This design comes from an exercise in tuning for small area, a short achievable clock period and few clock cycles per item on the open sky130 flow, not from production work.
At most, simulation tests tie the RTL to the original design; equivalence was not proved.
Only the layout flow was run in runs 1 and 3; the RTL was not checked for function there.
No activity file was given, so power comes from the tool's default toggle rates.

[design/flow/flow/run.sh]
#!/bin/bash
# Standard ORFS layout, with timing repair aimed at a tighter target than the
# 10 ns constraint (the constraint itself is unchanged) and strong port buffers.
set -euo pipefail
bash standard.sh finish \
  "SETUP_SLACK_MARGIN=6.4" \
  "TNS_END_PERCENT=5" \
  "BUFFER_PORTS_ARGS=-buffer_cell sky130_fd_sc_hd__buf_4" \
  > standard_flow.log 2>&1
[design/flow/standard.sh]
#!/bin/bash
# synth_recipe.tcl (not shown) runs the flow's synth.tcl, then flattens the netlist and writes it again
# the make line also repeats each setting of config.mk as NAME=value (left out here)
make -C /OpenROAD-flow-scripts/flow DESIGN_CONFIG=/design/flow/config.mk WORK_HOME=/design/flow/orfs CLKGATE_MAP_FILE= SYNTH_SCRIPT=/design/flow/synth_recipe.tcl "${@:-finish}"
[design/flow/config.mk]
export PLATFORM = sky130hd
export DESIGN_NAME = muldiv_seq
export DESIGN_NICKNAME = muldiv_seq
export VERILOG_FILES = /design/flow/design.v
export SDC_FILE = /design/flow/constraint.sdc
export NUM_CORES = 4
export LEC_CHECK = 0
export ABC_AREA = 1
export CAP_MARGIN = 20
export CORE_MARGIN = 2
export CORE_UTILIZATION = 40
export PLACE_DENSITY = 0.6
export SLEW_MARGIN = 20
[design/flow/constraint.sdc]
create_clock -name core_clock -period 10.0 [get_ports {clock}]
set_input_delay 2.0000 -clock core_clock [delete_from_list [all_inputs] [get_ports {clock}]]
set_output_delay 2.0000 -clock core_clock [all_outputs]
set_load 0.01 [all_outputs]
[design/flow/design.v]
package muldiv_pkg;
  typedef enum logic [2:0] {
    MD_MUL    = 3'b000,
    MD_MULH   = 3'b001,
    MD_MULHSU = 3'b010,
    MD_MULHU  = 3'b011,
    MD_DIV    = 3'b100,
    MD_DIVU   = 3'b101,
    MD_REM    = 3'b110,
    MD_REMU   = 3'b111
  } md_func_t;
  typedef enum logic [2:0] {
    ST_IDLE = 3'd0,
    ST_MUL  = 3'd1,
    ST_DIV  = 3'd2,
    ST_FIX  = 3'd3,
    ST_DONE = 3'd4
  } md_state_t;
  function automatic logic is_div(input md_func_t f);
    is_div = (f == muldiv_pkg::MD_DIV) || (f == muldiv_pkg::MD_DIVU) || (f == muldiv_pkg::MD_REM) || (f == muldiv_pkg::MD_REMU);
  endfunction
endpackage
module div_iter #(
  parameter int DWIDTH = 32
) (
  input  logic              clock,
  input  logic              reset,
  input  logic              load,
  input  logic [DWIDTH-1:0] dividend,
  input  logic [DWIDTH-1:0] divisor,
  output logic [DWIDTH-1:0] quotient,
  output logic [DWIDTH-1:0] remainder,
  output logic              last
);
  localparam int CW = $clog2(DWIDTH + 1);
  logic [DWIDTH-1:0] r_rem;
  logic [DWIDTH-1:0] r_quo;
  logic [DWIDTH-1:0] r_dvs;
  logic [CW-1:0]     r_cnt;
  logic [DWIDTH:0]   w_shift;
  logic [DWIDTH:0]   w_trial;
  assign w_shift = {r_rem, r_quo[DWIDTH-1]};
  assign w_trial = w_shift - {1'b0, r_dvs};
  always_ff @(posedge clock) begin
    if (reset) begin
      r_rem <= '0;
      r_quo <= '0;
      r_dvs <= '0;
      r_cnt <= '0;
    end else if (load) begin
      r_rem <= '0;
      r_quo <= dividend;
      r_dvs <= divisor;
      r_cnt <= CW'(DWIDTH);
    end else if (r_cnt != '0) begin
      if (!w_trial[DWIDTH]) begin
        r_rem <= w_trial[DWIDTH-1:0];
        r_quo <= {r_quo[DWIDTH-2:0], 1'b1};
      end else begin
        r_rem <= w_shift[DWIDTH-1:0];
        r_quo <= {r_quo[DWIDTH-2:0], 1'b0};
      end
      r_cnt <= r_cnt - CW'(1);
    end
  end
  assign quotient  = r_quo;
  assign remainder = r_rem;
  assign last      = (r_cnt == CW'(1));
endmodule
module muldiv_seq #(
  parameter int DWIDTH    = 32,
  parameter int FRAC_BITS = 29
) (
  input  logic              clock,
  input  logic              reset,
  input  logic              start,
  input  logic              kill,
  input  logic [2:0]        MDFunc,
  input  logic [DWIDTH-1:0] A,
  input  logic [DWIDTH-1:0] B,
  output logic [DWIDTH-1:0] MDOut,
  output logic              busy,
  output logic              done
);
  localparam int W = 50;   
  logic [31:0]  r_a;       
  logic [3:0]   r_ax;      
  logic [31:0]  r_b;       
  logic [2:0]   r_bx;      
  logic [2:0]   r_f;
  logic         r_asg;     
  logic [2:0]   r_ff;      
  logic [1:0]   r_fk;      
  logic         r_fit1, r_fit2;   
  logic [23:0]  r_plo;     
  logic [W-1:0] r_s;       
  logic [W-1:0] r_c;       
  logic         r_cy;      
  logic         r_first;   
  logic [5:0]   r_one, r_two, r_neg;   
  logic [31:0]  r_out;
  logic         r_busy, r_done;
  logic         st_m, st_fin, st_dx, st_di, st_dc;
  logic [4:0]   r_cnt;
  logic [5:0]   r_ca, r_cb;   
  logic         r_fa, r_fb;   
  logic         r_na, r_nb;   
  wire rk  = reset | kill;
  wire acc = start & ~r_busy & ~rk;
  wire        sgn_b = ~r_f[1];
  wire [34:0] ax    = {{3{r_asg}}, r_a};
  wire [34:0] ax2   = {ax[33:0], 1'b0};
  logic [W-1:0] pp [6];
  always_comb begin
    for (int t = 0; t < 6; t++) begin
      logic [34:0] m;
      m     = (({35{r_one[t]}} & ax) | ({35{r_two[t]}} & ax2)) ^ {35{r_neg[t]}};
      pp[t] = {{(W-35){m[34]}}, m} << (2*t);
    end
  end
  wire bfill = sgn_b & r_b[31];
  logic [W-1:0] kconst;
  always_comb begin
    kconst = '0;
    kconst[10] = r_b[11] & ~(r_b[10] & r_b[9]);
    kconst[22] = r_b[23] & ~(r_b[22] & r_b[21]);
  end
  logic [W-1:0] xr [6];
  always_comb begin
    xr[0] = pp[0];
    for (int t = 1; t < 6; t++) xr[t] = pp[t] | ({{(W-1){1'b0}}, r_neg[t-1]} << (2*t-2));
  end
  wire [W-1:0] xs = r_first ? kconst : {{12{r_s[W-1]}}, r_s[W-1:12]};
  wire [W-1:0] xc = r_first ? '0     : {{12{r_c[W-1]}}, r_c[W-1:12]};
  function automatic logic [2*W-1:0] csa(input logic [W-1:0] a, input logic [W-1:0] b,
                                         input logic [W-1:0] c);
    csa = {a ^ b ^ c, (a & b) | (a & c) | (b & c)};
  endfunction
  logic [W-1:0] l1s0, l1c0, l1s1, l1c1, l2s0, l2c0, l2s1, l2c1, l3s, l3c, ts, tc;
  always_comb begin
    logic [2*W-1:0] r;
    r = csa(xr[0], xr[1], xr[2]); l1s0 = r[2*W-1:W]; l1c0 = {r[W-2:0], 1'b0};
    r = csa(xr[3], xr[4], xr[5]); l1s1 = r[2*W-1:W]; l1c1 = {r[W-2:0], 1'b0};
    r = csa(l1s0, l1c0, l1s1);    l2s0 = r[2*W-1:W]; l2c0 = {r[W-2:0], 1'b0};
    r = csa(l1c1, xs, xc);        l2s1 = r[2*W-1:W]; l2c1 = {r[W-2:0], 1'b0};
    r = csa(l2s0, l2c0, l2s1);    l3s  = r[2*W-1:W]; l3c  = {r[W-2:0], 1'b0};
    r = csa(l3s, l3c, l2c1);      ts   = r[2*W-1:W]; tc   = {r[W-2:0], 1'b0};
  end
  wire [12:0] chunk = r_first ? 13'd0 : ({1'b0, r_s[11:0]} + {1'b0, r_c[11:1], r_cy});
  wire [49:0] fin   = r_s[49:0] + {r_c[49:1], r_cy};
  wire        m_last = st_m & (((r_cnt == 5'd0) & r_fit1) | ((r_cnt == 5'd1) & r_fit2) |
                               (r_cnt == 5'd2));
  logic [63:0] prod;
  always_comb begin
    if (r_fk[0])      prod = {{14{fin[49]}}, fin};
    else if (r_fk[1]) prod = {{2{fin[49]}}, fin, r_plo[23:12]};
    else              prod = {fin[39:0], r_plo};
  end
  logic [31:0] mres;
  always_comb begin
    case (r_ff[1:0])
      2'd0:    mres = prod[31:0];
      2'd1:    mres = prod[FRAC_BITS +: 32];
      default: mres = prod[63:32];
    endcase
  end
  wire [12:0] nbits = r_busy ? {r_b[23:12], r_b[11]} : {B[11:0], 1'b0};
  logic [5:0] e_one, e_two, e_neg;
  always_comb begin
    for (int t = 0; t < 6; t++) begin
      logic b2, b1, b0;
      b2 = nbits[2*t+2];
      b1 = nbits[2*t+1];
      b0 = nbits[2*t];
      e_one[t] = b1 ^ b0;
      e_two[t] = (b2 & ~b1 & ~b0) | (~b2 & b1 & b0);
      e_neg[t] = b2 & ~(b1 & b0);    
    end
  end
  function automatic logic [2:0] lz8(input logic [7:0] x);
    casez (x)
      8'b1???????: lz8 = 3'd0;
      8'b01??????: lz8 = 3'd1;
      8'b001?????: lz8 = 3'd2;
      8'b0001????: lz8 = 3'd3;
      8'b00001???: lz8 = 3'd4;
      8'b000001??: lz8 = 3'd5;
      8'b0000001?: lz8 = 3'd6;
      default:     lz8 = 3'd7;
    endcase
  endfunction
  function automatic logic [5:0] clz32(input logic [31:0] x);
    logic z3, z2, z1, z0;
    z3 = (x[31:24] == 8'd0);
    z2 = (x[23:16] == 8'd0);
    z1 = (x[15:8]  == 8'd0);
    z0 = (x[7:0]   == 8'd0);
    if (!z3)      clz32 = {3'b000, lz8(x[31:24])};
    else if (!z2) clz32 = {3'b001, lz8(x[23:16])};
    else if (!z1) clz32 = {3'b010, lz8(x[15:8])};
    else if (!z0) clz32 = {3'b011, lz8(x[7:0])};
    else          clz32 = 6'd32;
  endfunction
  function automatic logic ones_tail(input logic [31:0] x);
    ones_tail = &(x[31:1] | ~x[30:0]);
  endfunction
  wire in_sa = ~MDFunc[0] & A[31];
  wire in_sb = ~MDFunc[0] & B[31];
  wire [6:0]  sd      = {1'b0, r_cb} - {1'b0, r_ca} - {6'd0, r_fb} + {6'd0, r_fa};
  wire        dz      = r_cb[5] & ~r_nb;
  wire        dx_skip = st_dx & (sd[6] | dz);
  wire [31:0] ua      = r_na ? -r_a : r_a;
  wire [34:0] bx      = {{3{r_nb}}, r_b};
  wire [34:0] pbx     = (bx ^ {35{r_nb}}) + {34'd0, r_nb};        
  wire [34:0] dalign  = {pbx[33:0], 1'b0} << {sd[4:1], 1'b0};     
  wire [35:0] rem = {r_ax, r_a};
  wire        s0  = r_ax[3];
  wire [35:0] d0  = {1'b0, r_bx, r_b};
  wire [35:0] d1  = {2'b00, r_bx, r_b[31:1]};
  wire [35:0] g0  = d0 ^ {36{~s0}};           
  wire [35:0] tX  = rem + g0 + {35'd0, ~s0};
  wire [35:0] ua0 = rem ^ g0 ^ ~d1;
  wire [35:0] va0 = {((rem & g0) | (rem & ~d1) | (g0 & ~d1)), ~s0};
  wire [35:0] tYa = ua0 + va0 + 36'd1;        
  wire [35:0] ub0 = rem ^ g0 ^ d1;
  wire [35:0] vb0 = {((rem & g0) | (rem & d1) | (g0 & d1)), ~s0};
  wire [35:0] tYb = ub0 + vb0;                
  wire        q1  = ~tX[35];
  wire [35:0] tY  = q1 ? tYa : tYb;
  wire        q2  = ~tY[35];
  wire        di_last = st_di & (r_cnt == 5'd0);
  wire        isrem = r_ff[1];
  wire [31:0] dsel  = isrem ? r_a : r_c[31:0];
  wire        dng   = isrem ? r_na : (r_na ^ r_nb);
  wire [31:0] dneg  = (dsel ^ {32{dng}}) + {31'd0, dng};
  wire [31:0] dres  = (dz & ~isrem) ? 32'hFFFF_FFFF : dneg;
  wire dc_next  = di_last & r_f[1] & tY[35];    
  wire fin_next = m_last | dx_skip | (di_last & ~dc_next) | st_dc;
  wire m_acc    = acc & ~MDFunc[2];
  wire m_cont   = st_m & ~m_last;
  wire m_next   = m_acc | m_cont;
  wire in_bx    = ~MDFunc[1] & B[31];
  wire in_fit1  = (B[31:11] == {21{in_bx}});
  wire in_fit2  = (B[31:23] == {9{in_bx}});
  wire m_stay   = m_acc ? ~in_fit1 : (m_cont & ~(((r_cnt == 5'd0) & r_fit2) | (r_cnt == 5'd1)));
  wire dx_next  = acc & MDFunc[2];
  wire di_next  = (st_dx & ~dx_skip) | (st_di & ~di_last);
  always_ff @(posedge clock) begin
    if (rk) begin
      st_m   <= 1'b0;
      st_dx  <= 1'b0;
      st_di  <= 1'b0;
      st_dc  <= 1'b0;
      st_fin <= 1'b0;
      r_busy <= 1'b0;
      r_done <= 1'b0;
    end else begin
      st_m   <= m_next;
      st_dx  <= dx_next;
      st_di  <= di_next;
      st_dc  <= dc_next;
      st_fin <= fin_next;
      r_busy <= m_stay | dx_next | di_next | dc_next;
      r_done <= st_fin;
    end
  end
  always_ff @(posedge clock) begin
    if (!r_busy) begin
      r_a  <= A;
      r_b  <= B;
      r_f  <= MDFunc;
      r_asg <= ~(MDFunc[1] & MDFunc[0]) & A[31];
      r_fit1 <= in_fit1;
      r_fit2 <= in_fit2;
      r_ca <= in_sa ? clz32(~A) : clz32(A);
      r_cb <= in_sb ? clz32(~B) : clz32(B);
      r_fa <= in_sa & ones_tail(A);
      r_fb <= in_sb & ones_tail(B);
      r_na <= in_sa;
      r_nb <= in_sb;
    end else if (st_m) begin
      r_b <= {{12{bfill}}, r_b[31:12]};
    end else if (st_dx) begin
      r_a  <= ua;
      r_ax <= 4'd0;
      {r_bx, r_b} <= dalign;
    end else if (st_di) begin
      {r_ax, r_a} <= tY;
      if (!di_last) {r_bx, r_b} <= {2'b00, r_bx, r_b[31:2]};
    end else if (st_dc) begin
      {r_ax, r_a} <= tYa;                      
    end
    r_first <= ~r_busy;
    r_one   <= e_one;
    r_two   <= e_two;
    r_neg   <= e_neg;
    r_s <= ts;
    if (st_di)      r_c <= {r_c[W-3:0], q1, q2};
    else if (st_dx) r_c <= '0;
    else            r_c <= tc;
    if (st_m) begin
      r_cy  <= chunk[12];
      r_plo <= {chunk[11:0], r_plo[23:12]};
    end
    if (fin_next) begin
      r_ff <= r_f;
      r_fk <= {r_cnt == 5'd1, r_cnt == 5'd0};
    end
    if (!r_busy)     r_cnt <= 5'd0;
    else if (st_m)   r_cnt <= r_cnt + 5'd1;
    else if (st_dx)  r_cnt <= {1'b0, sd[4:1]};
    else if (st_di)  r_cnt <= r_cnt - 5'd1;
    r_out <= r_ff[2] ? dres : mres;
  end
  assign MDOut = r_out;
  assign busy  = r_busy;
  assign done  = r_done;
endmodule
==> flow_results.org, run 1 <==
** Pwr
- The internal power of the cells totals 6.219 mW.
- The analysis attributes to net switching a power of 7.448 mW.
- Of the total power, the clock network draws 0.112.
- Dividing total power by cell area gives a power density of 282.7 mW/mm2.
- Sw Ratio :: 0.5449
- Reported leakage power :: 22.87 nW
- Sequential fraction of design power :: 0.136
- Worst supply voltage drop on vdd :: 0.1438 mV
- Combinational share of power :: 0.752

** Final layout
- From synthesis to final layout, the design area changed by 19.08%.
- Register area :: 0.006887 mm2
- Total Nets Final :: 6875
- In the final layout, the share of cells above drive strength 1 is 0.1355.
- Filler-free cell count of the finished design :: 7690
- Leading cell types in the layout, fill and taps excluded :: nand2_1, inv_1, nand3_1
- The library cell used most frequently in the layout, excluding fill and tap cells, is nand2_1.
- The number of antenna diodes in the final layout is 0.
- Total of fill cells in the finished design :: 10.35k
- Area used by multi-input combinational logic :: 0.03109 mm2

** Yosys
- Synthesis inferred 282 register bits.
- A synthesized cell averages 6.620 um2.
- Main flop type after synthesis :: dfxtp_1
- Post-synthesis cell area :: 0.04060 mm2
- Counting flops with a built-in enable in the synthesized netlist gives 123.
- Register area share after synthesis :: 0.1694
- Synthesis handed over a netlist of 6133 instances.
- Counting flops with an async set or reset pin after synthesis yields a share of 0.
- Yosys warning total :: 3
- When the netlist entered floorplanning its net count stood at 6706.
- Count of distinct cell types in the synthesized netlist :: 65

** Setup path
- Required time worst endpoint :: 10.44 ns
- Peak per-stage delay on the critical path :: 0.49 ns
- CP max-delay cell :: fa_2
- Worst Path Arrival :: 4.24 ns
- The worst setup path is captured at a flip-flop.
- CP Launch Type :: flip-flop
- The worst setup path is of the reg -> reg kind.
- Critical path, cell by cell :: buf_6 -> clkbuf_16 -> xor2_4 -> fa_2 -> buf_4 -> ha_4 -> nand2_2 -> nor2_1 -> inv_1 -> nor2_2 -> nand4_1 -> nand3_1 -> nor2_1 -> o21ai_0 -> nand3_1 -> a21oi_1
- Critical path fanouts, max :: 6

** GRT
- Number of global-route vias before repair :: 41.51k
- Wire length of the first global-routing pass :: 272.0 mm
- The initial antenna violation count is 5.
- GR Util All Layers :: 0.3537
- Grt ovf :: 0
- Entering global routing, the biggest net connects 59 pins.

** Clock tree
- Number of hold buffers added after cts :: 0
- Clock slew at reported path FFs :: 0.06 ns
- # clock sinks :: 282
- In this run the number of H-tree levels came out at 2.
- CTS tree :: built
- Worst-skew pair later-pin latency :: 0.60 ns
- CTS Buffer Depth :: 3
- Clock tree synthesis inserted a total of 39 buffers.
- The root buffer cell chosen for the clock tree is clkbuf_16.

** Place
- The number of placed instances, taps included, is 7436.
- Port bufs :: 104
- Summed over all nets, the half-perimeter wirelength after detailed placement is 148.6 mm.
- The congestion estimate from routability-driven global placement came to 1.054.

** Outcome
- The flow ran to the end and the layout has no timing, DRC or antenna violations.

** STA
- After routing, the total negative slack on setup checks comes to 0 ns.
- Period utilisation layout :: 0.3805
- Final worst path period need :: 3.805 ns
- Setup repair after global routing could not meet its margin everywhere.
- Number of max-slew violations in the final report :: 0
- Final clock skew :: 0.03915 ns
- At the pin with the least slew margin, the transition time is 1.190 ns.
- Setup violations remaining at the end of the flow were counted as 0.
- Max Freq :: 0.2628 GHz
- Number of hold violations in the final report :: 0
- Worst slew margin :: 0.2065

** Floorplanning
- After floorplanning, the core was sized to cover 0.1003 mm2.
- The die covers 0.1041 mm2.
- Row Count :: 116
- In this run the horizontal extent of the chip is 322.6 um.
- For this configuration, the core starts out at a cell density of 0.4048.
- Die boundary height :: 322.6 um
- 105 I/O pins were placed.

** Flow run
- Number of maximum-capacitance violations :: 0

** Detailed routing
- Remaining antenna violation count :: 0
- After detailed routing, the number of remaining DRC violations is 0.
- Dividing the detail-routed via count by the number of cells gives 5.652.
- The routed layout has 43.47k vias.
- For this block, the routed nets add up to 190.1 mm of wire.
- Routed wirelength normalized by instance count :: 24.72 um
- The pre-antenna-repair detailed-routing pass consisted of 6 iterations.
- Detailed router's first-iteration violation count :: 4858

** Min path
- Hold Crit Class :: reg -> reg
==> cell usage after synthesis (11+ instances only) <==
| cell type | count | area [um2] |
|---|---|---|
| a21o_1 | 11 | 82.58 |
| nand4_1 | 76 | 475.5 |
| nor2_1 | 528 | 1982 |
| o22ai_1 | 216 | 1351 |
| a31oi_1 | 27 | 168.9 |
| nand2_1 | 1477 | 5544 |
| xnor2_1 | 56 | 490.5 |
| o21bai_1 | 13 | 97.59 |
| fa_1 | 305 | 6106 |
| clkbuf_1 | 140 | 525.5 |
| o221ai_1 | 16 | 140.1 |
| nor3_1 | 56 | 280.3 |
| ha_1 | 197 | 2465 |
| edfxtp_1 | 123 | 3694 |
| o21ai_0 | 242 | 1211 |
| nand3b_1 | 26 | 195.2 |
| dfxtp_1 | 159 | 3183 |
| o31ai_1 | 11 | 82.58 |
| xor2_1 | 293 | 2566 |
| o211ai_1 | 24 | 180.2 |
| nor4_1 | 16 | 100.1 |
| or2_2 | 13 | 81.33 |
| a22o_1 | 12 | 105.1 |
| buf_1 | 54 | 202.7 |
| a22oi_1 | 22 | 165.2 |
| nand3_1 | 543 | 2718 |
| a21oi_1 | 281 | 1406 |
| clkinv_1 | 16 | 60.06 |
| inv_1 | 1070 | 4016 |
==> flip-flops by register name, indices dropped and copies added (netlist names), 2 cells and up <==
register / count
r_neg: 6
r_fk: 2
r_bx: 3
r_ff: 3
r_f: 3
r_a: 32
r_two: 6
r_plo: 24
r_cnt: 5
r_ax: 4
r_b: 32
r_cb: 6
r_out: 32
r_ca: 6
r_one: 6
r_s: 46
r_c: 50
==> per-stage QoR <==
stage | hold WS (ns) | cell area [um2] | setup slack [ns] | utilization | power (mW)
floorplan | 0.3936 | 40610 | 6.389 | - | 7.781
global placement | 0.4133 | 42640 | 5.077 | 0.4252 | 10.95
detailed placement | 0.4045 | 42640 | 5.046 | 0.4252 | 11.04
CTS | 0.4179 | 46340 | 6.280 | 0.4620 | 13.02
global route | 0.4248 | 48350 | 6.138 | 0.4821 | 14.64
finish | 0.4169 | 48350 | 6.195 | 0.4821 | 13.67
==> cells by family (layout without fill, tap and decap cells) <==
logic type / Yosys count / count (layout) / share of synthesized area
AND/OR/NAND/NOR: 2769 / 2769 / 0.2863
flip-flops: 282 / 282 / 0.1694
XOR/XNOR: 358 / 358 / 0.07889
AO/OA/AOI/OAI: 914 / 914 / 0.1307
buffers and inverters: 1306 / 1506 / 0.1231
multiplexers: 2 / 2 / 0.0005239
adder cells (fa/ha/maj): 502 / 502 / 0.2111
==> cell type report <==
class | count | area share
Clock buffer | 52 | 0.02352
Clock inverter | 20 | 0.005124
Inverter | 1095 | 0.08843
Multi-Input combinational cell | 4545 | 0.6430
Sequential cell | 282 | 0.1424
Tap cell | 1357 | 0.03512
Timing Repair Buffer | 336 | 0.06190
Timing Repair inverter | 3 | 0.0004141
==> worst max-delay path, delay by kind of cell (launching register included) <==
kind | cells | cell delay, ns
adders and majority gates | 2 | 0.82
DFF | 1 | 0.47
xor gates and xnor gates | 1 | 0.24
and+or+nand+nor | 7 | 1.06
buffers and inverters | 4 | 0.67
AOI/OAI and AO/OA | 2 | 0.36
==> per-layer routing <==
layer / wire length [um] / vias up / global-route usage
met5: 23 / - / 0
met1: 73510 / 20720 / 0.4392
met3: 15400 / 559 / 0.05079
met4: 15100 / 4 / 0.2317
li1: - / 19990 / -
met2: 86030 / 2196 / 0.5735
==> final timing paths <==
kind	from	end	slack, ns	depth (start not counted)
setup / recovery	r_ax[3]	r_a[22]	6.20	16
setup reg to reg	r_ax[3]	r_a[22]	6.20	16
hold reg to reg	r_f[2]	r_ff[2]	0.42	0
hold / removal	r_f[2]	r_ff[2]	0.42	0
==> power groups by stage <==
stage / sequential [mW] / clock (mW) / combinational (mW)
after floorplan: 1.77 / 0 / 6.01
after global placement: 1.88 / 0 / 9.06
after detailed placement: 1.88 / 0 / 9.16
after CTS: 1.85 / 1.55 / 9.62
after global routing: 1.87 / 1.58 / 11.2
final: 1.86 / 1.53 / 10.3
==> timing repair <==
| item | in CTS | in global routing |
|---|---|---|
| pin swaps | 22 | 77 |
| gates cloned | 4 | 8 |
| endpoints found under the setup margin | 163 | 191 |
| resized for setup | 312 | 298 |
| buffers inserted | 114 | 55 |
==> inputs of run 2 (changes only) <==
--- a/design/flow/design.v
+++ b/design/flow/design.v
@@ -166,3 +166,3 @@
   end
-  wire [12:0] nbits = r_busy ? {r_b[23:12], r_b[11]} : {B[11:0], 1'b0};
+  wire [12:0] nbits = r_busy ? {r_b[23:12], r_b[11]} : {in_mp[11:0], 1'b0};
   logic [5:0] e_one, e_two, e_neg;
@@ -207,2 +207,12 @@
   wire in_sa = ~MDFunc[0] & A[31];
+  wire in_ax    = ~MDFunc[1] & A[31];
+  wire in_bx    = ~MDFunc[1] & B[31];
+  wire in_afit1 = (A[31:11] == {21{in_ax}});
+  wire in_afit2 = (A[31:23] == {9{in_ax}});
+  wire in_bfit1 = (B[31:11] == {21{in_bx}});
+  wire in_bfit2 = (B[31:23] == {9{in_bx}});
+  wire in_swap  = ~MDFunc[2] & (MDFunc[1:0] != 2'd2) &
+                  ((in_afit1 & ~in_bfit1) | (in_afit2 & ~in_bfit2));
+  wire [31:0] in_mc = in_swap ? B : A;    
+  wire [31:0] in_mp = in_swap ? A : B;    
   wire in_sb = ~MDFunc[0] & B[31];
@@ -241,5 +251,3 @@
   wire m_next   = m_acc | m_cont;
-  wire in_bx    = ~MDFunc[1] & B[31];
-  wire in_fit1  = (B[31:11] == {21{in_bx}});
-  wire in_fit2  = (B[31:23] == {9{in_bx}});
+  wire in_fit1  = in_swap ? in_afit1 : in_bfit1;
   wire m_stay   = m_acc ? ~in_fit1 : (m_cont & ~(((r_cnt == 5'd0) & r_fit2) | (r_cnt == 5'd1)));
@@ -268,8 +276,8 @@
     if (!r_busy) begin
-      r_a  <= A;
-      r_b  <= B;
+      r_a  <= in_mc;
+      r_b  <= in_mp;
       r_f  <= MDFunc;
-      r_asg <= ~(MDFunc[1] & MDFunc[0]) & A[31];
+      r_asg <= ~(MDFunc[1] & MDFunc[0]) & in_mc[31];
       r_fit1 <= in_fit1;
-      r_fit2 <= in_fit2;
+      r_fit2 <= in_swap ? in_afit2 : in_bfit2;
       r_ca <= in_sa ? clz32(~A) : clz32(A);
==> flow_results.org, run 2 <==
** STA
- The hold violation count in the final report is 0.
- Max Freq :: 0.2546 GHz
- Setup violations remaining at the end of the flow were counted as 0.
- In the finished design, the share of the clock period the worst path needs comes to 0.3928.
- Number of max-slew violations in the final report :: 0
- Worst slew margin :: 0.2453
- Setup repair after global routing could not meet its margin everywhere.
- Final clock skew :: 0.02759 ns
- Transition at the pin with the smallest max-transition slack :: 1.120 ns
- Accumulated negative setup slack :: 0 ns
- Final worst path period need :: 3.928 ns

** Detailed routing
- Remaining antenna violation count :: 0
- Avg Vias per Cell :: 5.835
- Dividing the detail-routed wire length by the instance count gives 24.55 um.
- Detailed router's first-iteration violation count :: 6281
- In the routed design, unresolved DRC markers number 0.
- Final wirelength :: 195.6 mm
- Router iterations before antenna repair :: 7
- Overall via count from detail_route :: 46.50k

** Final layout
- Syn-to-layout area delta :: 16.27%
- Largest register FFs :: 50
- Biggest regs :: r_c (50), r_s (46)
- N_diodes :: 0
- Total Nets Final :: 7122
- Leading cell types in the layout, fill and taps excluded :: nand2_1, inv_1, nand3_1
- Of the cells placed in the final design, the portion with a size suffix greater than 1 is 0.1183.
- Total of fill cells in the finished design :: 10.81k
- Most common library cell in the layout ignoring fill and taps :: nand2_1
- The register with the most flip-flops in the final layout is r_c.
- Filler-free cell count of the finished design :: 7969

** GRT
- The initial antenna violation count came to 5.
- Global routing usage on met2 :: 0.5232
- Most utilized layer in the global route result :: met2
- GR Util All Layers :: 0.3498
- For met1 alone, demand over resource in global routing was 0.4615.
- In the global route stage, met3 resource usage came out at 0.07327.
- Number of global-route vias before repair :: 43.09k
- Largest net degree at the start of global routing :: 78
- The total overflow left after global routing is 0.
- The first global-routing pass estimated 281.7 mm of wire.

** Setup path
- The worst setup path is captured at a flip-flop.
- In this run the worst path has a maximum fanout of 9.
- STA puts the critical path data required time at 10.35 ns.
- CP Launch Type :: flip-flop
- For the worst setup path, the data arrival time is 4.27 ns.
- By startpoint and endpoint, the worst setup path is classified as reg -> reg.

** Floorplanning
- Row Count :: 119
- In this run the standard cell core region covers 0.1048 mm2.
- The initial utilization of the core area, before any placement, comes to 0.4019.
- In this run the horizontal extent of the chip is 328.5 um.
- The floorplan step defined a die boundary enclosing 0.1079 mm2.
- Die boundary height :: 328.5 um
- Boundary Pins :: 105

** Yosys
- Post-Synthesis Net Count :: 7009
- Count of distinct cell types in the synthesized netlist :: 73
- Yosys warning total :: 3
- Post-synthesis cell area :: 0.04213 mm2
- Yosys mapped a number of flops with a built-in enable equal to 123.
- Most instantiated library cell after synthesis :: nand2_1
- Cell taking the most area after synthesis :: fa_1
- Cell count after synthesis :: 6436
- In the post-synthesis netlist, the biggest area contributors are fa_1, nand2_1, inv_1.
- Area share of the largest cell type after synthesis :: 0.1449
- The synthesized design contains 282 register bits.
- For this run, asynchronously set or reset flops after synthesis account for 0.
- After synthesis, the mean cell area works out to 6.545 um2.
- In the synthesized netlist the dominant register cell turns out to be dfxtp_1.
- Register area share after synthesis :: 0.1632
- Most frequent cells after synthesis :: nand2_1, inv_1, nand3_1, nor2_1, fa_1

** Pwr
- Power density over the cells :: 253.6 mW/mm2
- Sequential fraction of design power :: 0.153
- Clock network power share :: 0.121
- The share of total power dissipated in combinational logic is 0.726.
- Overall power consumption after layout is estimated at 12.42 mW.
- Cell internal power was estimated by the tool at 5.667 mW.
- Sw Ratio :: 0.5438
- In this run the static leakage power is 23.47 nW.
- IR analysis of the VDD net gives a maximum drop of 0.1551 mV.
- In this run the power spent charging and discharging nets is 6.755 mW.

** Clock tree
- Clock slew at reported path FFs :: 0.07 ns
- Worst-skew pair later-pin latency :: 0.63 ns
- Counting along the longest clock path gives a buffer depth of 3.
- The clock drives 282 sinks.
- TritonCTS built the clock tree.
- Clock buffers created by TritonCTS :: 38
- The root buffer cell chosen for the clock tree is clkbuf_16.
- CTS H-tree lvls :: 2

** Min path
- Hold Crit Class :: reg -> reg

** Place
- At the end of routability-driven placement, the weighted congestion stood at 1.085.
- Port bufs :: 104
- The HPWL after detailed placement is 152.6 mm.
- DP Cell Count :: 7740

** Outcome
- Status :: no timing/DRC/antenna violations

** Flow run
- The tool flagged a number of max-cap violations equal to 0.
run 2: cell types whose count changed after synthesis, sizes merged, moves of 23 or more:
cell and change:
inv +58, buf +23, o21ai +68, nand3 +43
nand4 +31, nand2 +69, nor2 -26
run 2: layout make-up:
cell class | instances | area, um2 | share of cell area
sequential | 282 | 6883 | 0.1405
tap | 1391 | 1740 | 0.03553
inverter | 1151 | 4487 | 0.09161
timing repair buffer | 315 | 2758 | 0.05630
clock inverter | 17 | 210.2 | 0.004292
clock buffer | 52 | 1119 | 0.02284
multi-input combinational | 4761 | 31780 | 0.6489
run 2: worst max-delay path, stage by stage (launching register included):
cell      delay (ns)
edfxtp_1        0.47
buf_6           0.19
buf_16          0.18
xor2_2          0.25
inv_1           0.08
ha_1            0.30
nand2_1         0.08
nor2_1          0.05
nand2_1         0.18
nor2_2          0.11
nand3_1         0.21
inv_1           0.11
nor2_4          0.20
nand2_4         0.12
buf_12          0.20
o211ai_1        0.71
a21oi_1         0.15
run 2: cells by family after synthesis:
family / after synthesis / share of synthesized area
buffers and inverters: 1397 / 0.1270
AOI/OAI and AO/OA: 1015 / 0.1397
adders and majority gates: 502 / 0.2035
muxes: 2 / 0.0005049
DFF: 282 / 0.1632
xor gates and xnor gates: 357 / 0.07618
and+or+nand+nor: 2881 / 0.2899
run 2: per-stage QoR:
step           hold slack [ns]    util  cell area, um2  worst slack [ns]
6_report                0.4304  0.4673           48980             6.072
5_1_grt                 0.4665  0.4673           48980             6.091
4_1_cts                 0.4268  0.4490           47070             6.199
3_5_place_dp            0.4053  0.4215           44180             4.446
3_3_place_gp            0.4222  0.4215           44180             4.529
2_1_floorplan           0.3936       -           42320             6.310
run 2: what timing repair did:
action                                  in CTS  in global routing
pin swaps                                   13                 66
setup buffers                               87                 59
endpoints found under the setup margin     208                206
resized for setup                          185                278
cloned                                       5                  9
hold buffers                                 0                  0
run 2: final timing paths:
kind              startpoint  slack [ns]  endpoint  cells after the start
hold / removal        st_fin        0.43    r_done                      2
setup reg to reg     r_ax[3]        6.07   r_a[12]                     16
setup / recovery     r_ax[3]        6.07   r_a[12]                     16
hold reg to reg       st_fin        0.43    r_done                      2
run 2: power by group through the flow:
stage / Clock, mW / Combinational [mW] / Sequential, mW
final: 1.50 / 9.02 / 1.90
after detailed placement: 0 / 8.27 / 1.91
after global placement: 0 / 8.14 / 1.92
after floorplan: 0 / 5.65 / 1.74
after global routing: 1.56 / 9.95 / 1.90
after CTS: 1.52 / 8.49 / 1.89
run 2: metal layers:
layer,up-vias,wire [um]
met3,619,22120
met2,2936,81860
met1,21970,76730
li1,20980,-
met5,-,18
met4,4,14890
Testbench counts of run 2, summed over its fixed seeds: cycles 9,179, ops 3,200.
==> inputs of run 3 (changes only) <==
--- a/design/flow/design.v
+++ b/design/flow/design.v
@@ -93,2 +93,5 @@
   logic [1:0]   r_fk;      
+  logic         r_fsk;     
+  logic         r_fdz;     
+  logic         r_fdng;    
   logic         r_fit1, r_fit2;   
@@ -207,2 +210,12 @@
   wire in_sa = ~MDFunc[0] & A[31];
+  wire in_sb = ~MDFunc[0] & B[31];
+  wire [31:0] in_ac = A ^ {32{in_sa}};
+  wire [31:0] in_bc = B ^ {32{in_sb}};
+  wire [31:0] in_am = in_sa ? {in_ac[30:0], 1'b1} : in_ac;
+  logic [31:0] in_above;    
+  always_comb begin
+    in_above[31] = ~in_am[31];
+    for (int i = 30; i >= 0; i--) in_above[i] = in_above[i+1] & ~in_am[i];
+  end
+  wire in_dskip = |(in_bc & in_above);
   wire in_ax    = ~MDFunc[1] & A[31];
@@ -217,3 +230,2 @@
   wire [31:0] in_mp = in_swap ? A : B;    
-  wire in_sb = ~MDFunc[0] & B[31];
   wire [6:0]  sd      = {1'b0, r_cb} - {1'b0, r_ca} - {6'd0, r_fb} + {6'd0, r_fa};
@@ -242,6 +254,6 @@
   wire        isrem = r_ff[1];
-  wire [31:0] dsel  = isrem ? r_a : r_c[31:0];
-  wire        dng   = isrem ? r_na : (r_na ^ r_nb);
-  wire [31:0] dneg  = (dsel ^ {32{dng}}) + {31'd0, dng};
-  wire [31:0] dres  = (dz & ~isrem) ? 32'hFFFF_FFFF : dneg;
+  wire        dng   = r_f[1] ? r_na : (r_na ^ r_nb);
+  wire [31:0] dsel  = (isrem & ~r_fsk) ? r_a : r_c[31:0];
+  wire [31:0] dneg  = (dsel ^ {32{r_fdng}}) + {31'd0, r_fdng};
+  wire [31:0] dres  = (r_fdz & ~isrem) ? 32'hFFFF_FFFF : dneg;
   wire dc_next  = di_last & r_f[1] & tY[35];    
@@ -270,3 +282,3 @@
       st_fin <= fin_next;
-      r_busy <= m_stay | dx_next | di_next | dc_next;
+      r_busy <= m_stay | (dx_next & ~in_dskip) | di_next | dc_next;
       r_done <= st_fin;
@@ -306,3 +318,3 @@
     if (st_di)      r_c <= {r_c[W-3:0], q1, q2};
-    else if (st_dx) r_c <= '0;
+    else if (st_dx) r_c <= (dx_skip & r_f[1]) ? {{(W-32){1'b0}}, r_a} : '0;
     else            r_c <= tc;
@@ -313,3 +325,6 @@
     if (fin_next) begin
-      r_ff <= r_f;
+      r_ff   <= r_f;
+      r_fsk  <= st_dx;
+      r_fdz  <= dz;
+      r_fdng <= dng & ~st_dx;
       r_fk <= {r_cnt == 5'd1, r_cnt == 5'd0};
==> flow_results.org, run 3 <==
** Outcome
- The flow ran to the end and the layout has no timing, DRC or antenna violations.

** Setup path
- The setup path with the least slack is of type reg -> reg.
- Critical Path Sink Type :: flip-flop
- Reg2Reg Setup Slack :: 5.66 ns
- Worst setup path endpoint :: r_a[9]
- Required time worst endpoint :: 10.34 ns
- CP Launch Type :: flip-flop
- The worst register-to-register path begins at r_ax[3].
- Along the worst path, the maximum fanout reaches 5.
- In this run the worst setup path begins at r_ax[3].
- Reg2Reg Depth :: 25
- For the worst setup path, the data arrival time is 4.68 ns.
- End of the worst register-to-register path :: r_a[9]

** Floorplanning
- Die area :: 0.1018 mm2
- Row Count :: 115
- Initial cell density of the core :: 0.4034
- Boundary Pins :: 105
- The core region is 0.09842 mm2.
- Die X :: 319.1 um
- Die boundary height :: 319.1 um

** Yosys
- Yosys instantiated no cell more often than inv_1.
- Most frequent cells after synthesis :: inv_1, nand2_1, nor2_1, o21ai_0, a21oi_1
- In this run, synthesis produced a sequential element count of 285.
- Register area share after synthesis :: 0.1755
- After technology mapping, the gate count stands at 5553.
- Among all flip-flop cells after synthesis, the most frequent one is dfxtp_1.
- In the post-synthesis netlist, the biggest area contributors are fa_1, edfxtp_1, inv_1.
- Yosys warning total :: 3
- Post-synthesis cell area :: 0.03971 mm2
- Cell taking the most area after synthesis :: fa_1
- The share of synthesized area in the top cell type comes to 0.1538.
- For this run, asynchronously set or reset flops after synthesis account for 0.
- The number of different library cells used by synthesis comes to 76.
- Post-Syn Area per Cell :: 7.150 um2
- Number of synthesized flops with an enable pin :: 126
- Counting every net in the synthesized netlist gives 6127.

** GRT
- Wire length of the first global-routing pass :: 270.7 mm
- The via count of the first global-routing pass is 40.63k.
- For this run, the total global-route usage over all layers was measured as 0.3580.
- Antenna violations before repair :: 6
- Largest net degree at the start of global routing :: 84
- Grt ovf :: 0

** STA
- Final clock skew :: 0.03237 ns
- RSZ-0062 raised after global routing :: true
- Measured against its own limit, the worst slew margin works out to 0.2846.
- Period utilisation layout :: 0.4336
- For the pin with the worst max-slew slack, the measured transition is 1.070 ns.
- Final worst path period need :: 4.336 ns
- The hold violation count in the final report was 0.
- The worst path meets setup with 5.664 ns of slack.
- Final setup fails :: 0
- Hold timing on the final database bottoms out at a slack of 0.3907 ns.
- Max Freq :: 0.2306 GHz
- For the final routed database, the setup TNS stands at 0 ns.
- Number of max-slew violations in the final report :: 0

** Final layout
- The finished layout holds 6999 standard cells, fillers aside.
- Syn-to-layout area delta :: 18.20%
- Area used by multi-input combinational logic :: 0.03034 mm2
- The finished cells cover 0.04693 mm2.
- The library cell used most frequently in the layout, excluding fill and tap cells, is inv_1.
- Largest reg by FF count :: r_c
- Register area :: 0.006979 mm2
- The register with the most flip-flops in the layout has 50 of them.
- Layout cell share with drive strength beyond 1 :: 0.1487
- Total of fill cells in the finished design :: 10.00k
- Biggest regs :: r_c (50), r_s (46)
- Leading cell types in the layout, fill and taps excluded :: inv_1, nand2_1, nor2_1
- The final layout contains 6255 nets.
- At the end of the flow the core is filled with cells to 0.4769.

** Place
- Detailed placement ended at an HPWL of 145.2 mm.
- Port bufs :: 104
- Post-Place Worst Slack :: 4.722 ns
- In this run, placement finished with an instance count of 6745.
- Routability-driven placement finished with a final weighted congestion of 1.019.
- Instance area after placement :: 0.04168 mm2

** Clock tree
- Number of hold buffers added after cts :: 0
- CTS tree :: built
- The tree built by TritonCTS fans out to 285 sinks.
- Counting along the longest clock path gives a buffer depth of 3.
- At the later pin of the worst-skew pair, clock insertion delay measures 0.59 ns.
- Clock-pin slew was measured on the worst setup and hold paths at 0.06 ns.
- Clock buffers created by TritonCTS :: 39
- The clock tree synthesis step divided the H-tree into 2 levels.
- Buffer type at the clock tree root :: clkbuf_16

** Detailed routing
- DRC viols :: 0
- For this block, the routed nets add up to 188.3 mm of wire.
- Routed wirelength normalized by instance count :: 26.91 um
- Remaining antenna violation count :: 0
- The routed layout has 41.53k vias.
- Dividing the detail-routed via count by the number of cells gives 5.933.
- Router iterations before antenna repair :: 8
- The first routing iteration left 4851 violations.

** Pwr
- Power after layout :: 13.80 mW
- In this run the power density over the cells is 294.0 mW/mm2.
- Worst supply voltage drop on vdd :: 0.1637 mV
- Summed over all cells, the static leakage comes to 20.91 nW.

** Min path
- Cells on Worst Hold Path :: 0
- Hold Crit Class :: reg -> reg

** Flow run
- Max-cap violations in this run came to 0.
## run 3: worst max-delay path: stages, from the launching register on
cell and delay [ns]:
edfxtp_1 0.40, buf_6 0.15, buf_12 0.13, buf_16 0.16, xor2_4 0.20, buf_4 0.16, fa_1 0.37, inv_2 0.08
ha_4 0.22, a21oi_2 0.17, nand2_2 0.10, a21oi_4 0.17, o21ai_2 0.09, a21oi_2 0.21, buf_4 0.15, buf_6 0.09
buf_6 0.08, buf_4 0.09, buf_4 0.10, buf_6 0.08, xor2_1 0.19, nand2_1 0.11, o211ai_1 0.29, o31ai_2 0.17
nand2_1 0.10, nand2_1 0.05
## run 3: kinds of logic (layout without fill, tap and decap cells)
logic type | after synthesis | in the layout | synth area share
AND/OR/NAND/NOR | 1720 | 1725 | 0.1835
AO/OA/AOI/OAI | 1381 | 1381 | 0.2049
buffers and inverters | 1188 | 1341 | 0.1141
adder cells (fa/ha/maj) | 503 | 503 | 0.2162
XOR/XNOR | 467 | 467 | 0.1036
flip-flops | 285 | 285 | 0.1755
multiplexers | 9 | 9 | 0.002300
other | 0 | 1 | 0
## run 3: how the worst min path moves through the flow
stage                    to  slack (ns)   start
floorplan            r_done        0.39  st_fin
global placement    r_ff[0]        0.41  r_f[0]
detailed placement  r_ff[2]        0.41  r_f[2]
CTS                 r_ff[2]        0.39  r_f[2]
global route        r_ff[2]        0.40  r_f[2]
finish              r_ff[2]        0.39  r_f[2]
## run 3: routing by layer
metal / wire length, um / global-route usage / vias up
li1: - / - / 18640
met5: 72 / 0 / -
met4: 14750 / 0.2212 / 10
met1: 71390 / 0.4403 / 19860
met2: 85060 / 0.5841 / 2364
met3: 17080 / 0.06198 / 649
## run 3: where the power goes
group / internal [mW] / switching (mW) / total, mW
clock network: 0.993 / 0.601 / 1.59
registers: 1.62 / 0.334 / 1.95
logic: 3.80 / 6.46 / 10.3
total: 6.41 / 7.39 / 13.8
## run 3: layout make-up
cell class,count,share of cell area
Clock inverter,21,0.006798
Antenna cell,1,0.00005332
Sequential cell,285,0.1487
Timing Repair Buffer,335,0.06220
Tap cell,1287,0.03431
Multi-Input combinational cell,4085,0.6464
Inverter,929,0.07691
Clock buffer,50,0.02367
Timing Repair inverter,6,0.0009598
## run 3: what timing repair did
action	4_1_cts	5_1_grt
buffers inserted	102	62
resized for setup	322	223
endpoints found under the setup margin	230	233
pin swaps	76	84
gates cloned	13	5
==> inputs of run 4 (changes only) <==
--- a/design/flow/design.v
+++ b/design/flow/design.v
@@ -267,2 +267,3 @@
   wire di_next  = (st_dx & ~dx_skip) | (st_di & ~di_last);
+  wire di_free  = ~r_f[1] & ((st_dx & (sd[4:1] == 4'd0)) | (st_di & (r_cnt == 5'd1)));
   always_ff @(posedge clock) begin
@@ -282,3 +283,3 @@
       st_fin <= fin_next;
-      r_busy <= m_stay | (dx_next & ~in_dskip) | di_next | dc_next;
+      r_busy <= m_stay | (dx_next & ~in_dskip) | (di_next & ~di_free) | dc_next;
       r_done <= st_fin;
==> flow_results.org, run 4 <==
** Outcome
- Status :: no timing/DRC/antenna violations

** Yosys
- Post-Synthesis Net Count :: 6019
- The Yosys step of the flow raised 3 warnings.
- Most frequent cells after synthesis :: nand2_1, inv_1, nor2_1, o21ai_0, xor2_1
- Of all cell types, the one taking the most synthesized area is fa_1.
- Synth top area cells :: fa_1, edfxtp_1, xor2_1
- The netlist uses 73 different library cells.
- Number of synthesized flops with an enable pin :: 126
- Share of flip-flops with an asynchronous set or reset after synthesis :: 0
- Post-synthesis cell area :: 0.03934 mm2
- Synthesis produced a netlist whose cell count is 5445.
- Area share of the largest cell type after synthesis :: 0.1552
- Synthesis inferred 285 register bits.
- The share of the Yosys chip area taken by registers is 0.1771.
- Most instantiated library cell after synthesis :: nand2_1
- For this run, the leading register cell type out of synthesis is dfxtp_1.
- Post-Syn Area per Cell :: 7.224 um2

** Floorplanning
- Boundary Pins :: 105
- The floorplan step set the die width to 317.6 um.
- After floorplanning, the core was sized to cover 0.09799 mm2.
- The die is 317.6 um tall.
- The die covers 0.1009 mm2.
- For this configuration, the core starts out at a cell density of 0.4014.
- The floorplan has 115 rows.

** Clock tree
- CTS saw 285 sinks.
- Buffer type at the clock tree root :: clkbuf_16
- In this run the number of H-tree levels came out at 2.
- Clock-pin slew was measured on the worst setup and hold paths at 0.06 ns.
- Worst-skew pair later-pin latency :: 0.60 ns
- The number of hold buffers added after CTS was 0.
- CTS Buffer Depth :: 3
- Clock buffers created by TritonCTS :: 38
- CTS tree :: built

** STA
- Setup violations remaining at the end of the flow were counted as 0.
- Final clock skew :: 0.03044 ns
- The routed design could run at a clock period as short as 4.185 ns.
- Number of hold violations in the final report :: 0
- For this run, the top clock speed supported by timing is 0.2390 GHz.
- In the finished design, the share of the clock period the worst path needs comes to 0.4185.
- Accumulated negative setup slack :: 0 ns
- RSZ-0062 raised after global routing :: true
- For the pin with the worst max-slew slack, the measured transition is 1.031 ns.
- Headroom to the max-slew limit came out at 0.3129.
- The count of pins over their slew limit was 0.

** Detailed routing
- Avg Vias per Cell :: 5.945
- Detailed router's first-iteration violation count :: 4492
- For this run, the detailed router's first-pass iteration total came to 8.
- The count of nets left with antenna violations once routing finished came out at 0.
- The detailed router placed 40.96k vias in this run.
- Final wirelength :: 186.6 mm
- DRC viols :: 0
- In the final routed layout, each cell accounts on average for 27.09 um.

** Final layout
- Syn-to-layout area delta :: 18.56%
- The register with the most flip-flops in the final layout is r_c.
- The library cell used most frequently in the layout, excluding fill and tap cells, is nand2_1.
- Total Nets Final :: 6144
- The largest registers in the layout are r_c (50), r_s (46).
- Largest register FFs :: 50
- Leading cell types in the layout, fill and taps excluded :: nand2_1, inv_1, nor2_1
- The finished layout holds 6890 standard cells, fillers aside.
- Total of fill cells in the finished design :: 9827
- Of the cells placed in the final design, the portion with a size suffix greater than 1 is 0.1522.
- Summing all non-filler instances in the final layout gives an area of 0.04664 mm2.

** Pwr
- Worst supply voltage drop on vdd :: 0.1513 mV
- Power density over the cells :: 275.9 mW/mm2
- Reported leakage power :: 20.66 nW

** Setup path
- The worst setup path is of the reg -> reg kind.
- The worst register-to-register path has a depth of 16.
- End of the worst register-to-register path :: r_a[18]
- At the worst endpoint, the arrival time is 4.50 ns.
- Data on the critical path is required at its endpoint by 10.32 ns.
- The worst setup path is captured at a flip-flop.
- In this run the critical register-to-register path is launched from r_ax[3].
- The worst setup path is launched from a flip-flop.
- Reg2Reg Setup Slack :: 5.82 ns
- Critical path fanouts, max :: 8

** Place
- Including well taps, the total number of placed cells is 6638.
- Port bufs :: 104
- Routability congestion estimate :: 1.020
- Post-detailed-placement half-perimeter wirelength :: 141.2 mm
- Instance area after placement :: 0.04125 mm2

** Min path
- The worst hold path passes through 2 cells.
- Startpoint of the worst hold path :: st_fin
- The worst hold path terminates at r_done.
- Hold Crit Class :: reg -> reg

** GRT
- The via count of the first global-routing pass came to 39.44k.
- Antenna violations before repair :: 10
- Wire length of the first global-routing pass :: 264.7 mm
- Largest net degree at the start of global routing :: 62
- GR Util All Layers :: 0.3508
- Grt ovf :: 0

** Flow run
- Number of maximum-capacitance violations :: 0
run 4: cell count changes after synthesis, sizes merged, moves of 11 or more:
| cell | before | now |
|---|---|---|
| a21oi | 390 | 343 |
| a22oi | 58 | 45 |
| inv | 904 | 850 |
| nand3 | 205 | 180 |
| nor2 | 463 | 448 |
| nor3 | 52 | 71 |
| o2111ai | 14 | 25 |
| o211ai | 58 | 73 |
run 4: power breakdown:
part	switching, mW	leakage [nW]	internal (mW)
combinational	5.93	17.4	3.58
clock	0.589	0.625	0.845
sequential	0.310	2.63	1.62
run 4: repair_timing:
item                       in CTS  in global routing
buffers inserted               64                 92
gates cloned                    7                 16
setup endpoints to repair     234                236
pin swaps                      63                 97
resized for setup             292                284
run 4: routing by layer:
layer	part of all wire	track usage
met2	0.46	0.5805
met4	0.083	0.2234
met3	0.086	0.05872
met1	0.37	0.4242
met5	0.00022	0
run 4: worst max-delay path by stage:
stage	from	endpoint	slack [ns]	cells after the start
finish	r_ax[3]	r_a[18]	5.82	16
global route	r_ax[3]	r_a[18]	5.73	16
detailed placement	B[11]	r_one[3]	4.58	14
floorplan	B[11]	r_one[2]	5.86	14
CTS	r_a[26]	r_ff[1]	5.88	16
global placement	B[12]	r_one[3]	4.53	14
run 4: critical path, stage by stage, from the launching register on:
cell and delay [ns]:
edfxtp_1 0.47, buf_12 0.21, buf_4 0.16, xor2_4 0.20
fa_1 0.59, inv_1 0.09, ha_4 0.32, nand2_1 0.11
nor4_4 0.40, a21oi_4 0.11, o21a_1 0.24, o21ai_0 0.26
xor2_1 0.10, a21oi_1 0.18, o21ai_1 0.22, o211ai_1 0.17
nand2_1 0.08
run 4: cell families (layout without fill, tap and decap cells):
| family | count (synthesis) | count (layout) | synth area share |
|---|---|---|---|
| AND/OR/NAND/NOR | 1697 | 1697 | 0.1824 |
| AO/OA/AOI/OAI | 1342 | 1342 | 0.2042 |
| buffers and inverters | 1140 | 1293 | 0.1107 |
| adder cells (fa/ha/maj) | 503 | 503 | 0.2182 |
| XOR/XNOR | 471 | 471 | 0.1056 |
| flip-flops | 285 | 285 | 0.1771 |
| multiplexers | 7 | 7 | 0.001813 |
| other | 0 | 5 | 0 |
run 4: cell type report:
type / instances / area [um2] / area share
multi-input cells: 4020 / 30150 / 0.6464
flip-flops and latches: 285 / 6978 / 0.1496
inverters: 872 / 3408 / 0.07308
repair buffers: 350 / 3179 / 0.06817
well taps: 1287 / 1610 / 0.03453
clock buffers: 55 / 1137 / 0.02439
clock inverters: 13 / 135.1 / 0.002897
repair inverters: 3 / 28.78 / 0.0006170
diodes: 5 / 12.51 / 0.0002683
run 4: per-stage QoR:
stage	hold slack [ns]	utilization	total power [mW]	setup slack [ns]
floorplan	0.3936	-	7.774	5.856
global placement	0.4035	0.4210	10.49	4.531
detailed placement	0.4063	0.4210	10.57	4.577
CTS	0.4142	0.4537	12.37	5.876
global route	0.4332	0.4759	13.94	5.728
finish	0.4081	0.4760	12.87	5.815
Testbench counts of run 4, summed over its fixed seeds: cycles 8,442, ops 3,200.
==> inputs of run 5 (changes only) <==
--- a/design/flow/flow/run.sh
+++ b/design/flow/flow/run.sh
@@ -5,3 +5,3 @@
 bash standard.sh finish \
-  "SETUP_SLACK_MARGIN=6.4" \
+  "SETUP_SLACK_MARGIN=6.7" \
   "TNS_END_PERCENT=5" \
==> flow_results.org, run 5 <==
** Floorplanning
- For this configuration, the core starts out at a cell density of 0.4014.
- Die area :: 0.1009 mm2
- Die X :: 317.6 um
- Row Count :: 115
- Die boundary height :: 317.6 um
- 105 I/O pins were placed.
- Area of the core :: 0.09799 mm2

** Setup path
- STA puts the critical path data required time at 10.30 ns.
- Critical path, cell by cell :: buf_8 -> bufbuf_16 -> xor2_4 -> inv_1 -> ha_1 -> nand4_1 -> nor3_4 -> nand4_1 -> nand3b_1 -> nand2_2 -> nor2_4 -> buf_12 -> clkbuf_16 -> o211ai_1 -> nand3_1
- Critical Path Sink Type :: flip-flop
- Critical Setup Path Class :: reg -> reg
- CP Launch Type :: flip-flop
- On the critical path, the stage with the largest delay is an instance of o211ai_1.
- Together, buffers and inverters on the worst path number 5.
- On the worst path, the slowest cell contributes a delay of 0.54 ns.
- The cell family contributing the most delay on the critical path is simple AND/OR/NAND/NOR gates.
- In this design, the critical path's most frequently occurring cell is nand4_1.
- For the worst setup path, the data arrival time is 4.48 ns.
- In this run the register-to-register setup slack is 5.83 ns.
- Critical path fanouts, max :: 20

** GRT
- The initial antenna violation count was 11.
- GR Util All Layers :: 0.3488
- Summed over all layers, the global routing overflow is 0.
- The via count of the first global-routing pass came to 39.94k.
- The first global-routing pass estimated 264.1 mm of wire.
- Largest net degree at the start of global routing :: 77

** Clock tree
- The later pin in the worst-skew pair is clocked with a latency of 0.59 ns.
- In this run the number of H-tree levels came out at 2.
- No sink is reached through more buffers than the 3 on the longest clock path.
- Buffers inserted during clock tree synthesis total 37.
- In this run the clock root is driven by a clkbuf_16.
- CTS tree :: built
- # clock sinks :: 285
- After clock tree synthesis, the clock-pin slew on the worst setup and hold paths is 0.06 ns.

** STA
- Of the available clock period, the critical path in the final layout requires 0.4174.
- RSZ-0062 raised after global routing :: true
- Headroom to the max-slew limit came out at 0.2103.
- At the pin with the least slew margin, the transition time is 1.168 ns.
- Clock skew on the completed layout was measured at 0.02555 ns.
- Number of max-slew violations in the final report :: 0
- Final worst path period need :: 4.174 ns
- The hold violation count in the final report is 0.
- Setup violations remaining at the end of the flow were counted as 0.
- Accumulated negative setup slack :: 0 ns
- Timing would allow up to 0.2396 GHz.

** Detailed routing
- Avg Vias per Cell :: 5.949
- After detailed routing, the number of remaining DRC violations is 0.
- Total met2 wirelength after detailed routing :: 83.81 mm
- The detailed router used layers up to and including met5.
- Remaining antenna violation count :: 0
- Final wirelength :: 183.5 mm
- Length of routed wiring on met1 :: 68.00 mm
- Total met3 wirelength after detailed routing :: 15.67 mm
- After detailed routing, the average wire length per cell comes to 26.61 um.
- Router iterations before antenna repair :: 6
- Detailed router's first-iteration violation count :: 4188
- Overall via count from detail_route :: 41.02k

** Min path
- Hold Crit Class :: reg -> reg

** Yosys
- For this run, the register share of the synthesized area comes to 0.1771.
- Cell count after synthesis :: 5445
- The synthesized design spends more area on one cell type than any other, namely fa_1.
- After synthesis, the most frequently instantiated cells are nand2_1, inv_1, nor2_1, o21ai_0, xor2_1.
- Share of flip-flops with an asynchronous set or reset after synthesis :: 0
- Main flop type after synthesis :: dfxtp_1
- After synthesis, the netlist uses 73 different library cells.
- Number of synthesized flops with an enable pin :: 126
- Of the post-synthesis cell area, the dominant cell type holds 0.1552.
- Synth top area cells :: fa_1, edfxtp_1, xor2_1
- Post-synthesis cell area :: 0.03934 mm2
- Most instantiated library cell after synthesis :: nand2_1
- Post-Synthesis Net Count :: 6019
- The Yosys step of the flow raised 3 warnings.
- Post-Syn Area per Cell :: 7.224 um2
- Post-synthesis register bit count :: 285

** Pwr
- Of the total power, the share spent switching nets is 0.5291.
- NetSw :: 6.848 mW
- Cell internal power was estimated by the tool at 6.094 mW.
- Combinational share of power :: 0.741
- Clock network power share :: 0.110
- Sequential fraction of design power :: 0.149
- The analysis attributes to cell leakage a power of 20.78 nW.
- Across the VDD grid, the largest voltage drop is 0.1732 mV.
- Power density over the cells :: 276.6 mW/mm2
- The design draws 12.94 mW.

** Final layout
- Syn-to-layout area delta :: 18.94%
- The register with the most flip-flops in the layout has 50 of them.
- Biggest regs :: r_c (50), r_s (46)
- Leaving out fill and tap cells, the most frequent cell in the layout is nand2_1.
- In the layout the commonest cells are nand2_1, inv_1, nor2_1.
- Largest reg by FF count :: r_c
- In the final layout, the share of cells above drive strength 1 is 0.1524.
- For this run, the post-layout net count is 6149.

** Place
- Routability congestion estimate :: 1.015
- Port bufs :: 104
- After legalization and detailed placement, the total HPWL measured 140.6 mm.

** Flow run
- Max-cap violations in this run came to 0.

** Outcome
- The run finished with no timing, DRC or antenna violations.
-- run 5: cell types whose count changed in the layout (fill, tap and decap cells not counted), moves of 4 or more --
cell       previous run  this run
a21oi_1             294       299
a21oi_2              41        35
buf_12               11        17
buf_4               304       313
buf_6                14         6
bufbuf_16             0         6
clkbuf_16            53        48
clkbuf_8              9         5
clkinv_4              2         7
inv_1               802       796
o21ai_1              56        47
o21ai_2              27        32
-- run 5: worst paths after layout --
path              to  depth (start not counted)    start
max          r_a[14]                         15  r_ax[3]
min           r_done                          2   st_fin
max reg2reg  r_a[14]                         15  r_ax[3]
min reg2reg   r_done                          2   st_fin
-- run 5: tightest hold or removal path, stage by stage, from the launching register on --
cell	delay (ns)
dfxtp_1	0.29
inv_1	0.04
nor2_1	0.04
-- run 5: cell families after synthesis --
group	share of synthesized area
simple gates	0.1824
flops	0.1771
compound gates	0.2042
xor+xnor	0.1056
mux	0.001813
buf+inv	0.1107
fa+ha+maj	0.2182
-- run 5: cell type report --
cell class                      count  area [um2]
Multi-Input combinational cell   4020       30140
Tap cell                         1287        1610
Clock buffer                       50        1089
Inverter                          872        3420
Fill cell                        9750       51200
Timing Repair inverter              1       7.507
Timing Repair Buffer              358        3348
Antenna cell                        5       12.51
Sequential cell                   285        6979
Clock inverter                     17       181.4
-- run 5: repair_timing --
item | CTS | global route
pin swaps | 67 | 131
resized for setup | 317 | 250
endpoints found under the setup margin | 240 | 241
hold buffers | 0 | 0
setup buffers | 71 | 92
gates cloned | 12 | 8
-- run 5: per-layer routing --
| layer | GRT usage | up-vias |
|---|---|---|
| met4 | 0.2444 | 6 |
| met3 | 0.06502 | 696 |
| li1 | - | 18380 |
| met5 | 0 | - |
| met2 | 0.5708 | 2322 |
| met1 | 0.4144 | 19620 |
-- run 5: power by group through the flow --
| stage | sequential, mW | clock (mW) | combinational (mW) |
|---|---|---|---|
| final | 1.93 | 1.43 | 9.58 |
| after detailed placement | 1.94 | 0 | 8.66 |
| after floorplan | 1.81 | 0 | 5.97 |
| after CTS | 1.92 | 1.43 | 9.06 |
| after global placement | 1.94 | 0 | 8.58 |
| after global routing | 1.94 | 1.48 | 10.6 |
-- run 5: per-stage QoR --
step	util	hold slack [ns]	cell area [um2]	setup WS, ns	instances
2_1_floorplan	-	0.3936	39460	5.856	5445
3_5_place_dp	0.4212	0.4128	41270	4.548	6640
4_1_cts	0.4572	0.4214	44800	5.929	6790
3_3_place_gp	0.4212	0.3956	41270	4.543	6640
6_report	0.4775	0.4145	46780	5.826	6895
5_1_grt	0.4774	0.4464	46780	5.753	6892
==> inputs of run 6 (changes only) <==
--- a/design/flow/flow/run.sh
+++ b/design/flow/flow/run.sh
@@ -5,3 +5,3 @@
 bash standard.sh finish \
-  "SETUP_SLACK_MARGIN=6.7" \
+  "SETUP_SLACK_MARGIN=6.4" \
   "TNS_END_PERCENT=5" \
--- a/design/flow/config.mk
+++ b/design/flow/config.mk
@@ -11,2 +11,3 @@
 export CORE_UTILIZATION = 40
+export CTS_BUF_LIST = sky130_fd_sc_hd__clkbuf_8
 export PLACE_DENSITY = 0.6
==> flow_results.org, run 6 <==
** Final layout
- Layout cell share with drive strength beyond 1 :: 0.1462
- The layout has 9942 filler cells.
- Largest reg by FF count :: r_c
- Leading cell types in the layout, fill and taps excluded :: inv_1, nand2_1, nor2_1
- Biggest regs :: r_c (50), r_s (46)
- The area growth from synthesis to layout is 17.01%.
- Total Nets Final :: 6148
- The library cell used most frequently in the layout, excluding fill and tap cells, is inv_1.
- Largest register FFs :: 50
- For this run, the number of standard cells in the final layout without fillers is 6911.
- At the end of the flow the core is filled with cells to 0.4697.

** Setup path
- CP Launch Type :: flip-flop
- Data on the critical path arrives at its endpoint at 4.54 ns.
- STA classifies the critical path endpoint as a flip-flop.
- For the worst setup path, the data required time is 10.38 ns.
- Critical path fanouts, max :: 9
- Critical Setup Path Class :: reg -> reg

** Clock tree
- CTS Buffer Depth :: 3
- Buffer type at the clock tree root :: clkbuf_8
- Clock buffers created by TritonCTS :: 55
- TritonCTS built the clock tree.
- Clock latency on the worst-skew pair, taken at its later pin, is 0.71 ns.
- After clock tree synthesis, the flow added hold-fix buffers numbering 0.
- The H-tree generated during clock tree synthesis spans 2 levels.
- Clock-pin slew was measured on the worst setup and hold paths at 0.08 ns.
- # clock sinks :: 285

** Detailed routing
- Length of routed wiring on met1 :: 69.58 mm
- Avg Vias per Cell :: 5.917
- Router iterations before antenna repair :: 6
- Detailed routing placed a total of 84.45 mm of wire on met2.
- Summed over all nets, wire length on met3 after detailed routing comes to 15.57 mm.
- Dividing the detail-routed wire length by the instance count gives 26.69 um.
- For this block, the initial DRC count from the detailed router was 4702.
- The detail route stage leaves a number of antenna-violating nets equal to 0.
- DRC viols :: 0
- Top metal layer carrying routed signals :: met5
- After detailed routing, the total wire length is 184.4 mm.
- The routed layout has 40.89k vias.

** GRT
- Largest net degree at the start of global routing :: 62
- The initial antenna violation count is 11.
- Grt ovf :: 0
- Number of global-route vias before repair :: 39.55k
- The first global-routing pass estimated 265.0 mm of wire.
- GR Util All Layers :: 0.3517

** STA
- Final setup slack of the worst path :: 5.844 ns
- Accumulated negative setup slack :: 0 ns
- Max Freq :: 0.2406 GHz
- The worst pin sits at a relative slew slack of 0.1763.
- Number of max-slew violations in the final report :: 0
- The hold violation count in the final report came to 0.
- At the pin with the least slew margin, the transition time is 1.225 ns.
- Period utilisation layout :: 0.4156
- Final worst path period need :: 4.156 ns
- Final setup fails :: 0
- Final clock skew :: 0.03624 ns
- Setup repair after global routing could not meet its margin everywhere.

** Place
- Routability congestion estimate :: 1.020
- Post-Place Worst Slack :: 4.577 ns
- DP Cell Count :: 6638
- The count of buffers added on input and output ports is 104.
- Post-detailed-placement half-perimeter wirelength :: 141.2 mm

** Pwr
- Dividing total power by cell area gives a power density of 274.4 mW/mm2.
- In this run the static leakage power is 20.61 nW.
- Worst supply voltage drop on vdd :: 0.1535 mV
- Power after layout :: 12.63 mW

** Floorplanning
- Area of the core :: 0.09799 mm2
- Die area :: 0.1009 mm2
- 105 I/O pins were placed.
- Row Count :: 115
- In this run the horizontal extent of the chip is 317.6 um.
- For this configuration, the core starts out at a cell density of 0.4014.
- The floorplan step set the die height to 317.6 um.

** Yosys
- Of all flip-flops after synthesis, the portion carrying an async set or reset was 0.
- Of all cell types, the one taking the most synthesized area is fa_1.
- The synthesized design contains 126 enable-type register cells.
- The Yosys step of the flow raised 3 warnings.
- In the synthesized netlist, the number of instances is 5445.
- For this run, the leading register cell type out of synthesis is dfxtp_1.
- The most common cell in the synthesized netlist is nand2_1.
- Counting every net in the synthesized netlist gives 6019.
- After synthesis, the cell types taking the most area are fa_1, edfxtp_1, xor2_1.
- Register area share after synthesis :: 0.1771
- Averaged over all synthesized cells, the footprint is 7.224 um2.
- Of the post-synthesis cell area, the dominant cell type holds 0.1552.
- Count of distinct cell types in the synthesized netlist :: 73
- Post-synthesis register bit count :: 285
- Post-synthesis cell area :: 0.03934 mm2
- By count the netlist is led by nand2_1, inv_1, nor2_1, o21ai_0, xor2_1.

** Outcome
- The run finished with no timing, DRC or antenna violations.

** Flow run
- Max-cap violations in this run came to 0.

** Min path
- The worst hold path belongs to the class reg -> reg.
## run 6: cell count changes in the layout (fill, tap and decap cells not counted), moves of 9 or more
cell | previous run | this run
buf_4 | 313 | 301
clkbuf_16 | 48 | 6
clkbuf_8 | 5 | 65
ha_1 | 161 | 170
ha_4 | 31 | 22
inv_1 | 796 | 823
## run 6: path summary, 6_finish.rpt
kind | start | endpoint | slack, ns | cells past startpoint
max | r_ax[3] | r_fdng | 5.84 | 18
max reg2reg | r_ax[3] | r_fdng | 5.84 | 18
min reg2reg | st_fin | r_done | 0.41 | 2
min | st_fin | r_done | 0.41 | 2
## run 6: power by group
| group | leakage [nW] | internal, mW | switching [mW] |
|---|---|---|---|
| registers | 2.63 | 1.62 | 0.308 |
| logic | 17.3 | 3.57 | 5.92 |
| clock network | 0.634 | 0.638 | 0.579 |
## run 6: final cells by class
class / count / area (um2) / share of cell area
Sequential cell: 285 / 6979 / 0.1516
Multi-Input combinational cell: 4020 / 29900 / 0.6496
Inverter: 872 / 3423 / 0.07437
Timing Repair inverter: 2 / 12.51 / 0.0002718
Tap cell: 1287 / 1610 / 0.03499
Timing Repair Buffer: 338 / 2988 / 0.06491
Clock buffer: 65 / 894.6 / 0.01944
Clock inverter: 35 / 203.9 / 0.004431
Antenna cell: 7 / 17.52 / 0.0003806
## run 6: worst max-delay path, cell delays in order (launching register included)
cell and delay, ns:
edfxtp_1 0.44, buf_4 0.20, clkbuf_16 0.21, xor2_4 0.21
fa_1 0.63, inv_1 0.11, ha_4 0.31, nand2_1 0.12
nor2_4 0.18, nand2_2 0.12, o211ai_1 0.33, nand2_1 0.20
o2111ai_4 0.13, nand3_1 0.10, nand3_1 0.12, nand2_2 0.10
nand3_2 0.11, nand2_2 0.09, nand2_4 0.13
## run 6: per-stage QoR
stage | instance area, um2 | hold slack [ns]
after floorplan | 39460 | 0.3936
after global placement | 41250 | 0.4035
after detailed placement | 41250 | 0.4063
after CTS | 44430 | 0.4159
after global routing | 46020 | 0.4359
final | 46030 | 0.4102
## run 6: metal layers
layer | vias to the layer above | global-route usage
met5 | - | 0
met1 | 19630 | 0.4244
met4 | 10 | 0.2284
li1 | 18380 | -
met3 | 628 | 0.06069
met2 | 2249 | 0.5793
## run 6: repair_timing
item / CTS / global route
gates resized for setup: 296 / 218
pin swaps: 61 / 74
cloned: 7 / 6
setup endpoints to repair: 232 / 233
setup buffers: 89 / 64
## run 6: kinds of logic after synthesis
kind of cell	share of synthesized area
compound gates	0.2042
xor+xnor	0.1056
fa+ha+maj	0.2182
buf+inv	0.1107
flops	0.1771
mux	0.001813
simple gates	0.1824

Check on run 6: ideal ports give 5.844 ns setup slack; a clkbuf_16 on the clock port and buf_2 on the inputs give 5.844 ns; moving port delays by the midpoint clock arrival (0.760 ns) as well gives 5.136 ns.
